This is an optimization exercise on Yosys and OpenROAD, whose aim is small area, a short achievable clock period and few clock cycles per item, not a production implementation. No run shown here included a check of the RTL's function; only the layout flow was run.

## flow/design.v (module list and top-level ports; edited modules follow where they fit)
// module float_mul_pipe: 1414 lines
// module fmul_pfx_gp: 7 lines
// module fmul_pfx_g: 6 lines
// module fmul_fa: 6 lines
// module fmul_ha: 6 lines
// module fmul_pfx_gp_n: 7 lines
// module fmul_pfx_g_n: 6 lines
// module fmul_pfx_gp_i: 7 lines
// module fmul_pfx_g_i: 6 lines
// module fmul_inv: 6 lines
// module fmul_and2: 6 lines
module float_mul_pipe #(
  parameter int E_BIT = 8,
  parameter int F_BIT = 23,
  parameter int TAG_W = 4
) (
  input  logic                 clk,
  input  logic                 rst,
  input  logic                 in_valid,
  output logic                 in_ready,
  input  logic [E_BIT+F_BIT:0] in_a,
  input  logic [E_BIT+F_BIT:0] in_b,
  input  logic [TAG_W-1:0]     in_tag,
  output logic                 out_valid,
  input  logic                 out_ready,
  output logic [E_BIT+F_BIT:0] out_p,
  output logic [TAG_W-1:0]     out_tag,
  output logic [3:0]           out_flags
);
  // ...
==> flow/flow/run.sh <==
#!/bin/bash
# The standard layout, with plain buf_1 cells (instead of the delay cells that
# buffer_ports picks by default) as the buffers on the input and output ports.
set -euo pipefail
bash standard.sh "BUFFER_PORTS_ARGS=-buffer_cell sky130_fd_sc_hd__buf_1" finish > flow_make.log 2>&1
==> flow/standard.sh <==
#!/bin/bash
# synth_recipe.tcl (not shown) runs the flow's synth.tcl, then flattens the netlist and writes it again
# the make line also repeats each setting of config.mk as NAME=value (left out here)
make -C /OpenROAD-flow-scripts/flow DESIGN_CONFIG=/design/flow/config.mk WORK_HOME=/design/flow/orfs CLKGATE_MAP_FILE= SYNTH_SCRIPT=/design/flow/synth_recipe.tcl "${@:-finish}"
==> flow/config.mk <==
export PLATFORM = sky130hd
export DESIGN_NAME = float_mul_pipe
export DESIGN_NICKNAME = float_mul_pipe
export VERILOG_FILES = /design/flow/design.v
export SDC_FILE = /design/flow/constraint.sdc
export NUM_CORES = 4
export LEC_CHECK = 0
export CAP_MARGIN = 20
export CORE_MARGIN = 2
export CORE_UTILIZATION = 70
export CTS_BUF_LIST = sky130_fd_sc_hd__clkbuf_4 sky130_fd_sc_hd__clkbuf_8
export SETUP_SLACK_MARGIN = 4.4
export SLEW_MARGIN = 20
export SYNTH_HIERARCHICAL = 1
export SYNTH_MINIMUM_KEEP_SIZE = 0
==> flow/constraint.sdc <==
create_clock -name core_clock -period 8.0 [get_ports {clk}]
set_input_delay 1.6000 -clock core_clock [delete_from_list [all_inputs] [get_ports {clk}]]
set_output_delay 1.6000 -clock core_clock [all_outputs]
set_load 0.01 [all_outputs]
==> impl_metrics.py, run 1 <==
metrics = {
    "timing": {
        "tightest_slew_ps": 1040,
        "maxSlewHeadroom_pct": 30.1,
        "fin_crit_ps": 3870,
        "post-route-period-util_pct": 48.3,
        "fin_ws_ps": 4130,
        "final.setup.tns_ps": 0,
    },
    "synth": {
        "yosys.cell_count.top_type": "xnor2_1",
        "ys_types": 65,
        "synthArstFlopShare_pct": 1.36,
        "syn-cell-area_um2": 23500,
        "muxShareOfSynthArea_pct": 0.0960,
        "synth_top_area_share_pct": 27.8,
        "synth-xor-area-share_pct": 15.6,
        "synth_compound_area_share_pct": 15.4,
        "synth-simple-area-share_pct": 7.65,
    },
    "cts": {
        "clockBufferDepth": 3,
        "clkTransAtPathRegs_ps": 60,
        "post_cts_buffers": 65,
        "tritoncts": "yes",
    },
    "cells_and_area": {
        "multi_input_area_um2": 17400,
        "seq_area_um2": 6590,
        "mostFrequentLayoutCells": "xnor2_1 (322), edfxtp_1 (217), fa_1 (190)",
        "nFillCells": 1738,
        "inverters": 84,
        "n_all_buffers": 290,
    },
    "status": {
        "status": "timing/DRC/antenna clean",
    },
    "min_path": {
        "min_to": "r1_ex[7]",
    },
    "drt": {
        "drt_iter0_drc": 2795,
        "drt-met1-wl_um": 25900,
        "via_per_inst": 6.97,
    },
    "floorplanning": {
        "dieArea_um2": 35000,
        "die_x_um": 187,
        "die_y_um": 187,
    },
    "setup_path": {
        "cp_slowest_cell": "edfxtp_1",
        "required_ps": 8300,
        "startpoint": "r1_c[12]",
        "worstSetupEndpoint": "r_p[25]",
    },
    "global_route": {
        "antenna_found_initial": 2,
    },
}
==> run 2: changes to the inputs <==
--- a/flow/design.v
+++ b/flow/design.v
@@ -1327,71 +1327,76 @@
   assign w_z1 = w_prod[46:24];
   assign w_z0 = w_prod[45:23];
   assign w_i1 = w_z1 ^ w_o1;
   assign w_i0 = w_z0 ^ w_o0;
   assign w_all1 = w_prod[24] & w_qa[21];
   assign w_all0 = w_prod[23] & w_t[24] & w_qa[20];
   assign w_up1 = w_g1 & (w_st1 | w_z1[0]);
   assign w_up0 = w_g0 & (w_st0 | w_z0[0]);
-  always_comb begin
-    if (w_msb) begin
-      w_frac  = w_up1 ? w_i1 : w_z1;
-      w_carry = w_up1 & w_all1;
-    end else begin
-      w_frac  = w_up0 ? w_i0 : w_z0;
-      w_carry = w_up0 & w_all0;
-    end
-  end
   assign w_inexact = w_msb ? (w_g1 | w_st1) : (w_g0 | w_st0);
   logic [9:0] w_e0, w_e1, w_e2;
   logic       w_uf0, w_uf1, w_uf2, w_of0, w_of1, w_of2;
   assign w_e0 = r1_ex;
   assign w_e1 = r1_ex + 10'd1;
   assign w_e2 = r1_ex + 10'd2;
   assign w_uf0 = $signed(w_e0) <= 0;
   assign w_uf1 = $signed(w_e1) <= 0;
   assign w_uf2 = $signed(w_e2) <= 0;
   assign w_of0 = $signed(w_e0) >= 10'sd255;
   assign w_of1 = $signed(w_e1) >= 10'sd255;
   assign w_of2 = $signed(w_e2) >= 10'sd255;
-  logic [7:0] w_ef;
-  logic       w_uf, w_of;
-  always_comb begin
-    case ({w_msb, w_carry})
-      2'b00:   begin w_ef = w_e0[7:0]; w_uf = w_uf0; w_of = w_of0; end
-      2'b11:   begin w_ef = w_e2[7:0]; w_uf = w_uf2; w_of = w_of2; end
-      default: begin w_ef = w_e1[7:0]; w_uf = w_uf1; w_of = w_of1; end
-    endcase
-  end
-  logic [31:0] w_p;
-  logic [3:0]  w_flags;
+  logic [31:0] w_pm0, w_pm1, w_p;
+  logic [3:0]  w_fm0, w_fm1, w_flags;
   always_comb begin
-    w_p     = '0;
-    w_flags = '0;
+    logic       c0, c1;
+    logic [7:0] ef0, ef1;
+    logic       uf0, uf1, of0, of1;
+    c0 = w_up0 & w_all0;
+    c1 = w_up1 & w_all1;
+    ef0 = c0 ? w_e1[7:0] : w_e0[7:0];
+    uf0 = c0 ? w_uf1 : w_uf0;
+    of0 = c0 ? w_of1 : w_of0;
+    ef1 = c1 ? w_e2[7:0] : w_e1[7:0];
+    uf1 = c1 ? w_uf2 : w_uf1;
+    of1 = c1 ? w_of2 : w_of1;
+    w_pm0 = '0; w_fm0 = '0;
+    w_pm1 = '0; w_fm1 = '0;
     case (r1_cls)
       C_NAN: begin
-        w_p     = 32'h7FC00000;
-        w_flags = 4'b1000;
+        w_pm0 = 32'h7FC00000; w_fm0 = 4'b1000;
+        w_pm1 = 32'h7FC00000; w_fm1 = 4'b1000;
+      end
+      C_INF: begin
+        w_pm0 = {r1_sign, 8'hFF, 23'd0};
+        w_pm1 = {r1_sign, 8'hFF, 23'd0};
+      end
+      C_ZERO: begin
+        w_pm0 = {r1_sign, 31'd0};
+        w_pm1 = {r1_sign, 31'd0};
       end
-      C_INF:  w_p = {r1_sign, 8'hFF, 23'd0};
-      C_ZERO: w_p = {r1_sign, 31'd0};
       default: begin
-        if (w_uf) begin
-          w_p     = {r1_sign, 31'd0};
-          w_flags = 4'b0011;
-        end else if (w_of) begin
-          w_p     = {r1_sign, 8'hFF, 23'd0};
-          w_flags = 4'b0101;
+        if (uf0) begin
+          w_pm0 = {r1_sign, 31'd0}; w_fm0 = 4'b0011;
+        end else if (of0) begin
+          w_pm0 = {r1_sign, 8'hFF, 23'd0}; w_fm0 = 4'b0101;
+        end else begin
+          w_pm0 = {r1_sign, ef0, w_z0 ^ (w_o0 & {23{w_up0}})}; w_fm0 = {3'b000, w_g0 | w_st0};
+        end
+        if (uf1) begin
+          w_pm1 = {r1_sign, 31'd0}; w_fm1 = 4'b0011;
+        end else if (of1) begin
+          w_pm1 = {r1_sign, 8'hFF, 23'd0}; w_fm1 = 4'b0101;
         end else begin
-          w_p     = {r1_sign, w_ef, w_frac};
-          w_flags = {3'b000, w_inexact};
+          w_pm1 = {r1_sign, ef1, w_z1 ^ (w_o1 & {23{w_up1}})}; w_fm1 = {3'b000, w_g1 | w_st1};
         end
       end
     endcase
+    w_p     = w_msb ? w_pm1 : w_pm0;
+    w_flags = w_msb ? w_fm1 : w_fm0;
   end
   logic [31:0] r_p;
   logic [3:0]  r_flags, r_tag;
   assign out_p     = r_p;
   assign out_tag   = r_tag;
   assign out_flags = r_flags;
   always_ff @(posedge clk) begin
     if (w_adv) begin
==> flow/config.mk (replaced) <==
export PLATFORM = sky130hd
export DESIGN_NAME = float_mul_pipe
export DESIGN_NICKNAME = float_mul_pipe
export VERILOG_FILES = /design/flow/design.v
export SDC_FILE = /design/flow/constraint.sdc
export NUM_CORES = 4
export LEC_CHECK = 0
export CAP_MARGIN = 20
export CORE_MARGIN = 2
export CORE_UTILIZATION = 70
export CTS_BUF_LIST = sky130_fd_sc_hd__clkbuf_4 sky130_fd_sc_hd__clkbuf_8
export SETUP_SLACK_MARGIN = 4.0
export SLEW_MARGIN = 20
export SYNTH_HIERARCHICAL = 1
export SYNTH_MINIMUM_KEEP_SIZE = 0
==> run 2 against run 1 <==
Still clean on timing, DRC and antenna. Global-route usage is 0.98 points lower. Register-to-register slack got worse by 140 ps. Wire length fell by 8.2%. Critical path depth shrank 9. First-iteration DRC count fell by 11%. Critical path type unchanged. Largest cell class unchanged. Highest routed layer is now met4.
==> impl_metrics.py, run 2 <==
metrics = {
    "cells_and_area": {
        "final_nets": 2721,
        "drive_gt1_share_pct": 12.4,
        "reg_top3": "r1_c x38, r1_s x38, r_p x32",
        "nFillCells": 2149,
        "final_common_cell": "xnor2_1",
        "mostFrequentLayoutCells": "xnor2_1 (347), a22oi_1 (286), fa_1 (266)",
        "area_delta_synth_final_pct": 9.27,
        "diodes": 0,
    },
    "synth": {
        "synth_seq_area_share_pct": 27.7,
        "yosys_warnings": 8,
        "syn_inst": 2170,
        "ys_types": 72,
        "synth-xor-area-share_pct": 15.4,
        "synthAdderAreaFrac_pct": 28.7,
        "synth_top_family_by_area": "adder cells",
        "avgSynthCellArea_um2": 11.0,
        "ys_top_cells_by_area": "edfxtp_1 (27%), fa_1 (22%), xnor2_1 (13%)",
        "synth_compound_area_share_pct": 15.9,
        "synth_edf_count": 217,
        "muxShareOfSynthArea_pct": 0.179,
        "synthArstFlopShare_pct": 1.36,
        "synth_top_cell_by_area": "edfxtp_1",
        "synth-simple-area-share_pct": 7.54,
        "synth_top_flop_cell": "edfxtp_1",
        "synth-seq-cells": 220,
        "yosys.cell_count.top_type": "xnor2_1",
        "synth_top_area_share_pct": 27.4,
        "syn-cell-area_um2": 23800,
        "synth_commonest_cells": "xnor2_1 (349), a22oi_1 (286), fa_1 (266)",
    },
    "floorplanning": {
        "num_rows": 67,
        "start_util_pct": 71.1,
        "dieArea_um2": 35400,
        "io_pins": 114,
        "core_um2": 33400,
        "die_y_um": 188,
        "die_x_um": 188,
    },
    "global_route": {
        "antenna_found_initial": 1,
        "grt_pass1_vias": 18600,
        "grt_use_total_pct": 39.2,
        "grt_pass1_wl_um": 106000,
        "grt_overflow": 0,
        "grt_max_degree": 158,
    },
    "place": {
        "hpwl_um": 44000,
        "io_buffers": 113,
        "finalWeightedCongestion": 0.928,
    },
    "cts": {
        "clk_latency_ps": 610,
        "clkTransAtPathRegs_ps": 60,
        "clockBufferDepth": 3,
        "clock-sinks": 220,
        "cts_buffers": 39,
        "cts_root_buffer": "clkbuf_8",
        "htreeDepth": 2,
        "tritoncts": "yes",
        "cts_hold_buf": 0,
    },
    "setup_path": {
        "timing_worst_setup_path_type": "reg2reg",
        "timing.critical_path.cells": "a22oi_1 > xnor2_1 > fa_1 > fa_1 > fa_1 > fa_1 > fa_1",
        "r2r_slack_ps": 3990,
        "cpPeakStageDelay_ps": 840,
        "cp_top_family": "adder cells",
        "critPathBufInv": 0,
        "required_ps": 8320,
        "cp-start-kind": "register",
        "timing.critical_path.to_type": "register",
        "cp_slowest_cell": "edfxtp_1",
        "crit_top_cell": "fa_1",
        "arrival_ps": 4330,
        "cp_max_fo": 13,
    },
    "min_path": {
        "min_path_type": "reg2reg",
    },
    "timing": {
        "timing.hold.ws_ps": 421,
        "rsz0062_at_grt": "no",
        "report.final.hold_viol_count": 0,
        "post-route-period-util_pct": 50.1,
        "tightest_slew_ps": 940,
        "slew_violations": 0,
        "maxSlewHeadroom_pct": 37.4,
        "fin_crit_ps": 4010,
        "final.setup.tns_ps": 0,
        "setup-violations-final": 0,
        "skew_ps": 38.9,
        "fmax_ghz": 0.249,
    },
    "drt": {
        "drt_iter0_drc": 2493,
        "via_per_inst": 6.76,
        "antenna_left": 0,
        "drcViolationCount": 0,
        "vias": 18500,
        "first_pass_iters": 9,
        "wl_um": 68700,
        "wire_per_inst_um": 25.1,
    },
    "job": {
        "drv_cap": 0,
    },
    "status": {
        "status": "timing/DRC/antenna clean",
    },
}
run 2: changes by cell type after synthesis, sizes merged, moves of 4 or more:
cell and change:
a21oi -30, a22oi +23, buf +20, nor2 -14, clkbuf -13, nor3 -7, o21ai +6, nand4 +4
o211ai +4, or3 +4
run 2: worst paths after layout:
kind	start	to	cells after the start
worst max register to register	r0_two[4]	r1_c[29]	7
max in group asynchronous	rst	r_v0	2
worst max-delay path	r0_two[4]	r1_c[29]	7
worst min register to register	r1_tag[1]	r_tag[1]	0
min in group asynchronous	rst	r_ov	2
worst min-delay path	r1_tag[1]	r_tag[1]	0
run 2: repair_timing:
item / CTS / global route
gates cloned: 2 / 2
gates resized for setup: 15 / 30
buffers inserted: 22 / 32
pin swaps: 3 / 8
hold endpoints to repair: 0 / 0
endpoints found under the setup margin: 60 / 51
run 2: metrics by stage:
stage / utilization [%] / instances / setup slack, ps / area, um2
6_report: 77.6 / 2739 / 3990 / 26000
2_1_floorplan: - / 2180 / 3230 / 23800
3_5_place_dp: 73.1 / 2612 / 3520 / 24500
4_1_cts: 76.4 / 2705 / 4000 / 25500
5_1_grt: 77.6 / 2739 / 3980 / 26000
3_3_place_gp: 73.1 / 2612 / 3680 / 24500
run 2: kinds of logic after synthesis:
family	after synthesis
adder cells (fa/ha/maj)	386
other	2
AND/OR/NAND/NOR	368
XOR/XNOR	418
multiplexers	4
flip-flops	220
AO/OA/AOI/OAI	508
buffers and inverters	264
run 2: final cells by class:
cell class	count	area (um2)	area share, %
multi-input combinational	1697	16300	62.8
clock inverter	25	211	0.814
tap	448	561	2.16
sequential	220	6590	25.4
inverter	83	312	1.20
timing repair buffer	222	1410	5.42
clock buffer	44	574	2.21
run 2: modules after synthesis, one instance, submodules excluded:
module	cells	copies in the design
fmul_pfx_gp_n	2	35
fmul_ha	1	33
fmul_pfx_g_n	1	15
fmul_pfx_g_i	1	14
fmul_pfx_g	1	4
fmul_pfx_gp_i	2	19
fmul_pfx_gp	2	5
fmul_and2	1	45
fmul_inv	1	37
float_mul_pipe	1640	1
fmul_fa	1	264
run 2: metal layers:
| layer | track usage, % | wire, um |
|---|---|---|
| met5 | 0 | 0 |
| met4 | 15.8 | 3110 |
| met3 | 13.0 | 8920 |
| met2 | 58.4 | 29700 |
| met1 | 53.4 | 27000 |
==> run 3: changes to the inputs <==
--- a/flow/config.mk
+++ b/flow/config.mk
@@ -9,7 +9,7 @@
 export CORE_MARGIN = 2
 export CORE_UTILIZATION = 70
 export CTS_BUF_LIST = sky130_fd_sc_hd__clkbuf_4 sky130_fd_sc_hd__clkbuf_8
-export SETUP_SLACK_MARGIN = 4.0
+export SETUP_SLACK_MARGIN = 3.6
 export SLEW_MARGIN = 20
 export SYNTH_HIERARCHICAL = 1
 export SYNTH_MINIMUM_KEEP_SIZE = 0
==> run 3 against run 2 <==
Cell area fell by 2.3%. Still clean on timing, DRC and antenna. Cell count decreased by 1.8%. Register-to-register slack worse by 350 ps. Synthesized area is the same.
==> impl_metrics.py, run 3 <==
metrics = {
    "synth": {
        "synth-seq-cells": 220,
        "ys_top_cells_by_area": "edfxtp_1 (27%), fa_1 (22%), xnor2_1 (13%)",
        "synth_seq_area_share_pct": 27.7,
        "yosys.cell_count.top_type": "xnor2_1",
        "ys_types": 72,
        "synth_edf_count": 217,
        "synth_top_flop_cell": "edfxtp_1",
        "synth_commonest_cells": "xnor2_1 (349), a22oi_1 (286), fa_1 (266)",
        "synth_top_cell_by_area": "edfxtp_1",
        "synth_top_area_share_pct": 27.4,
        "yosys_warnings": 8,
        "synthArstFlopShare_pct": 1.36,
        "avgSynthCellArea_um2": 11.0,
        "syn_inst": 2170,
        "syn-cell-area_um2": 23800,
    },
    "cts": {
        "htreeDepth": 2,
        "cts_buffers": 39,
        "clock-sinks": 220,
        "clkTransAtPathRegs_ps": 60,
        "tritoncts": "yes",
        "cts_root_buffer": "clkbuf_8",
        "clk_latency_ps": 600,
        "clockBufferDepth": 3,
        "cts_hold_buf": 0,
    },
    "setup_path": {
        "arrival_ps": 4670,
        "required_ps": 8310,
        "timing.critical_path.to_type": "register",
        "cp_max_fo": 24,
        "cp-start-kind": "register",
        "timing_worst_setup_path_type": "reg2reg",
    },
    "cells_and_area": {
        "diodes": 0,
        "final_common_cell": "xnor2_1",
        "multi_input_area_um2": 16200,
        "final_nets": 2671,
        "area_delta_synth_final_pct": 6.74,
        "reg_top3": "r1_c x38, r1_s x38, r_p x32",
        "drive_gt1_share_pct": 9.64,
        "nFillCells": 2214,
        "seq_area_um2": 6590,
        "mostFrequentLayoutCells": "xnor2_1 (349), a22oi_1 (286), fa_1 (266)",
    },
    "place": {
        "finalWeightedCongestion": 0.928,
        "io_buffers": 113,
        "hpwl_um": 44000,
    },
    "global_route": {
        "grt_max_degree": 158,
        "grt_pass1_vias": 18300,
        "antenna_found_initial": 1,
        "grt_overflow": 0,
        "grt_use_total_pct": 38.0,
        "grt_pass1_wl_um": 103000,
    },
    "job": {
        "drv_cap": 0,
    },
    "floorplanning": {
        "num_rows": 67,
        "start_util_pct": 71.1,
        "dieArea_um2": 35400,
        "die_x_um": 188,
        "io_pins": 114,
        "core_um2": 33400,
        "die_y_um": 188,
    },
    "min_path": {
        "min_path_type": "reg2reg",
    },
    "drt": {
        "drt_iter0_drc": 2325,
        "wl_um": 66300,
        "drcViolationCount": 0,
        "wire_per_inst_um": 24.7,
        "vias": 17900,
        "via_per_inst": 6.67,
        "antenna_left": 0,
        "first_pass_iters": 6,
    },
    "timing": {
        "tightest_slew_ps": 1110,
        "timing.hold.ws_ps": 421,
        "fin_crit_ps": 4360,
        "rsz0062_at_grt": "no",
        "setup-violations-final": 0,
        "skew_ps": 35.1,
        "final.setup.tns_ps": 0,
        "maxSlewHeadroom_pct": 26.0,
        "report.final.hold_viol_count": 0,
        "fmax_ghz": 0.229,
        "slew_violations": 0,
        "post-route-period-util_pct": 54.5,
    },
    "status": {
        "status": "timing/DRC/antenna clean",
    },
}
-- run 3: worst paths after layout --
kind	depth (start not counted)	slack (ps)	endpoint	startpoint
min in group asynchronous	2	830	r_ov	rst
hold reg to reg	0	420	r_tag[1]	r1_tag[1]
setup reg to reg	7	3640	r1_c[29]	r0_one[4]
hold / removal	0	420	r_tag[1]	r1_tag[1]
max in group asynchronous	2	7030	r_v0	rst
setup / recovery	7	3640	r1_c[29]	r0_one[4]
-- run 3: metal layers --
layer	track usage (%)	vias to the layer above	routed length, um
met2	57.1	1319	29300
met5	0	-	0
met4	14.2	0	2410
met1	52.9	8705	26300
li1	-	7702	-
met3	11.0	223	8280
-- run 3: modules after synthesis, one instance, submodules excluded, a selection --
module | cell area [um2] | flops+latches
fmul_ha | 12.5 | 0
fmul_pfx_g_i | 5.00 | 0
fmul_inv | 3.75 | 0
fmul_pfx_g_n | 8.76 | 0
fmul_pfx_gp_i | 12.5 | 0
fmul_pfx_gp | 13.8 | 0
float_mul_pipe | 16700 | 220
fmul_and2 | 6.26 | 0
fmul_pfx_gp_n | 12.5 | 0
fmul_pfx_g | 7.51 | 0
-- run 3: metrics by stage --
step	std cells	utilization [%]	setup slack [ps]	area, um2
global placement	2612	73.1	3680	24500
finish	2689	75.8	3640	25400
floorplan	2180	-	3230	23800
CTS	2683	75.5	3640	25300
detailed placement	2612	73.1	3520	24500
global route	2689	75.8	3620	25400
-- run 3: kinds of logic after synthesis --
group                    Yosys count  synth area share [%]
multiplexers                       4                 0.179
XOR/XNOR                         418                  15.4
adder cells (fa/ha/maj)          386                  28.7
flip-flops                       220                  27.7
AND/OR/NAND/NOR                  368                  7.54
buffers and inverters            264                  4.44
AO/OA/AOI/OAI                    508                  15.9
other                              2                0.0316
-- run 3: area by class of cell --
| class | count | share of cell area, % |
|---|---|---|
| Clock buffer | 44 | 2.26 |
| Sequential cell | 220 | 26.0 |
| Clock inverter | 25 | 0.834 |
| Tap cell | 448 | 2.21 |
| Multi-Input combinational cell | 1697 | 63.9 |
| Inverter | 83 | 1.23 |
| Timing Repair Buffer | 172 | 3.58 |
-- run 3: timing repair --
action	CTS	global route
gates cloned	0	1
gates resized for setup	0	12
endpoints found under the setup margin	25	36
setup buffers	2	4
pin swaps	0	2
-- run 3: critical path, cell delays in order, from the launching register on --
cell      delay [ps]
edfxtp_1        1080
a22oi_1          270
xnor2_1          280
fa_1             480
fa_1             550
fa_1             430
fa_1             500
fa_1             500
==> run 4: changes to the inputs <==
--- a/flow/config.mk
+++ b/flow/config.mk
@@ -8,8 +8,9 @@
 export CAP_MARGIN = 20
 export CORE_MARGIN = 2
 export CORE_UTILIZATION = 70
-export CTS_BUF_LIST = sky130_fd_sc_hd__clkbuf_4 sky130_fd_sc_hd__clkbuf_8
-export SETUP_SLACK_MARGIN = 3.6
+export CTS_BUF_LIST = sky130_fd_sc_hd__clkbuf_2 sky130_fd_sc_hd__clkbuf_4
+export CTS_CLUSTER_SIZE = 25
+export SETUP_SLACK_MARGIN = 4.0
 export SLEW_MARGIN = 20
 export SYNTH_HIERARCHICAL = 1
 export SYNTH_MINIMUM_KEEP_SIZE = 0
==> run 4 against run 3 <==
Die area unchanged. Still clean. Synthesized area unchanged. Cell area increased by 2.1%. Highest routed layer is now met5. Flip-flop and latch count unchanged. Wire length increased by 4.3%.
==> impl_metrics.py, run 4 <==
metrics = {
    "setup_path": {
        "critPathBufInv": 0,
        "cp_max_fo": 13,
        "cp-start-kind": "register",
        "arrival_ps": 4520,
        "timing.critical_path.to_type": "register",
        "cp_top_family": "adder cells",
        "required_ps": 8520,
        "cp_slowest_cell": "edfxtp_1",
        "r2r_slack_ps": 3990,
        "timing.critical_path.cells": "a21oi_1 > xnor2_1 > fa_1 > fa_1 > fa_1 > fa_1 > fa_1",
        "crit_top_cell": "fa_1",
        "cpPeakStageDelay_ps": 800,
        "timing_worst_setup_path_type": "reg2reg",
    },
    "place": {
        "finalWeightedCongestion": 0.928,
        "pre_cts_ws_ps": 3520,
        "hpwl_um": 44000,
        "io_buffers": 113,
        "placement.cell_area_um2": 24500,
        "placedCellCount": 2612,
    },
    "timing": {
        "rsz0062_at_grt": "yes",
        "skew_ps": 56.4,
        "report.final.hold_viol_count": 0,
        "maxSlewHeadroom_pct": 35.0,
        "setup-violations-final": 0,
        "fin_crit_ps": 4010,
        "final.setup.tns_ps": 0,
        "fin_ws_ps": 3990,
        "timing.hold.ws_ps": 421,
        "slew_violations": 0,
        "post-route-period-util_pct": 50.1,
        "tightest_slew_ps": 976,
        "fmax_ghz": 0.250,
    },
    "synth": {
        "syn_inst": 2170,
        "avgSynthCellArea_um2": 11.0,
        "synth_edf_count": 217,
        "ys_types": 72,
        "syn-cell-area_um2": 23800,
        "yosys_warnings": 8,
        "synth-seq-cells": 220,
        "synth_top_area_share_pct": 27.4,
        "yosys.cell_count.top_type": "xnor2_1",
        "synth_top_flop_cell": "edfxtp_1",
        "synth_seq_area_share_pct": 27.7,
        "synth_top_cell_by_area": "edfxtp_1",
        "synthArstFlopShare_pct": 1.36,
        "ys_top_cells_by_area": "edfxtp_1 (27%), fa_1 (22%), xnor2_1 (13%)",
        "synth_commonest_cells": "xnor2_1 (349), a22oi_1 (286), fa_1 (266)",
    },
    "cts": {
        "cts_hold_buf": 0,
        "tritoncts": "yes",
        "clock-sinks": 220,
        "clkTransAtPathRegs_ps": 70,
        "clockBufferDepth": 3,
        "clk_latency_ps": 830,
        "cts_buffers": 60,
        "cts_root_buffer": "clkbuf_4",
        "htreeDepth": 2,
    },
    "cells_and_area": {
        "drive_gt1_share_pct": 13.5,
        "final_common_cell": "xnor2_1",
        "mostFrequentLayoutCells": "xnor2_1 (347), a22oi_1 (286), fa_1 (266)",
        "utilization_pct": 77.4,
        "reg_top3": "r1_c x38, r1_s x38, r_p x32",
        "layout.cells.non_filler": 2778,
        "area_delta_synth_final_pct": 8.96,
        "final_cell_area_um2": 25900,
        "nFillCells": 2163,
        "final_nets": 2742,
    },
    "drt": {
        "wl_um": 69100,
        "first_pass_iters": 8,
        "wire_per_inst_um": 24.9,
        "vias": 18700,
        "antenna_left": 0,
        "drt_iter0_drc": 2627,
        "drcViolationCount": 0,
        "via_per_inst": 6.73,
    },
    "global_route": {
        "grt_max_degree": 158,
        "antenna_found_initial": 4,
        "grt_pass1_vias": 18700,
        "grt_overflow": 0,
        "grt_use_total_pct": 39.2,
        "grt_pass1_wl_um": 106000,
    },
    "job": {
        "drv_cap": 0,
    },
    "floorplanning": {
        "io_pins": 114,
        "start_util_pct": 71.1,
        "num_rows": 67,
        "dieArea_um2": 35400,
        "die_x_um": 188,
        "die_y_um": 188,
        "core_um2": 33400,
    },
    "min_path": {
        "min_path_type": "reg2reg",
    },
    "status": {
        "status": "timing/DRC/antenna clean",
    },
}
-- run 4: cell types whose count changed in the layout (fill, tap and decap cells not counted), sizes merged --
cell,before,now
buf,172,221
clkbuf,44,77
clkinv,17,23
clkinvlp,4,0
diode,0,4
bufinv,3,2
inv,84,85
nor2,84,85
-- run 4: kinds of logic after synthesis --
kind of cell	Yosys count	share of synthesized area [%]
compound gates	508	15.9
xor+xnor	418	15.4
fa+ha+maj	386	28.7
simple gates	368	7.54
buf+inv	264	4.44
flops	220	27.7
mux	4	0.179
other cells	2	0.0316
-- run 4: path summary, 6_finish.rpt --
kind                       startpoint  endpoint  cells past startpoint
max                         r0_two[0]  r1_s[25]                      7
min                          r0_ex[4]  r1_ex[4]                      0
max reg2reg                 r0_two[0]  r1_s[25]                      7
min reg2reg                  r0_ex[4]  r1_ex[4]                      0
max in group asynchronous         rst      r_v0                      2
min in group asynchronous         rst      r_ov                      2
-- run 4: area by class of cell --
| cell class | instances | area, um2 | area share [%] |
|---|---|---|---|
| Antenna cell | 4 | 10.0 | 0.0387 |
| Clock buffer | 77 | 578 | 2.23 |
| Clock inverter | 27 | 174 | 0.672 |
| Inverter | 83 | 312 | 1.20 |
| Multi-Input combinational cell | 1698 | 16300 | 63.0 |
| Sequential cell | 220 | 6590 | 25.5 |
| Tap cell | 448 | 561 | 2.16 |
| Timing Repair Buffer | 221 | 1350 | 5.21 |
-- run 4: layer usage --
layer,vias to the layer above,GRT usage [%],part of all wire [%]
met5,-,0,0.026
met4,2,16.1,4.5
met3,285,13.3,14
met2,1501,58.4,43
met1,9030,53.2,39
li1,7872,-,-
-- run 4: timing repair --
| action | in CTS | in global routing |
|---|---|---|
| gates resized for setup | 14 | 29 |
| gates cloned | 1 | 2 |
| pin swaps | 4 | 6 |
| setup buffers | 23 | 32 |
| endpoints found under the setup margin | 61 | 54 |
-- run 4: worst register-to-register path: stages, from the launching register on --
cell and delay (ps):
edfxtp_1 800, a21oi_1 180, xnor2_1 280, fa_1 500
fa_1 470, fa_1 450, fa_1 510, fa_1 500
-- run 4: Yosys stat by module (local to each module, per instance), excerpt --
module          area (um2)  cells
fmul_pfx_g_i          5.00      1
fmul_pfx_g            7.51      1
fmul_inv              3.75      1
fmul_pfx_gp_i         12.5      2
fmul_fa               20.0      1
fmul_pfx_gp           13.8      2
fmul_pfx_gp_n         12.5      2
fmul_pfx_g_n          8.76      1
float_mul_pipe       16700   1640

-- re-timing with driven ports --
No port has a modelled driver above. Below, the same layouts with a new extraction and two added sets of constraints.
Step 1, drivers: a clkbuf_16 drives clk and a buf_2 each remaining input, both assumed.
Step 2 also shifts input and output timing later by t, the mid clock arrival at the registers, as if the neighbouring blocks saw the same clock.
Slacks: no drivers / after step 1 / after step 2; pairs: no drivers / after step 1.
run	t, ns	setup slack, ns	hold WS [ns]	slew at the worst register clock pin (ns)	pins driven straight from the clock port
run 1	0.641	4.134 / 4.134 / 4.134	0.419 / 0.419 / 0.419	0.07 / 0.07	1
run 2	0.643	3.991 / 3.991 / 3.991	0.421 / 0.421 / 0.421	0.07 / 0.07	1
run 3	0.637	3.642 / 3.642 / 3.642	0.421 / 0.421 / 0.421	0.07 / 0.07	1
run 4	0.855	3.994 / 3.994 / 3.994	0.421 / 0.421 / 0.421	0.08 / 0.08	1
After both steps every run listed still meets setup and hold.
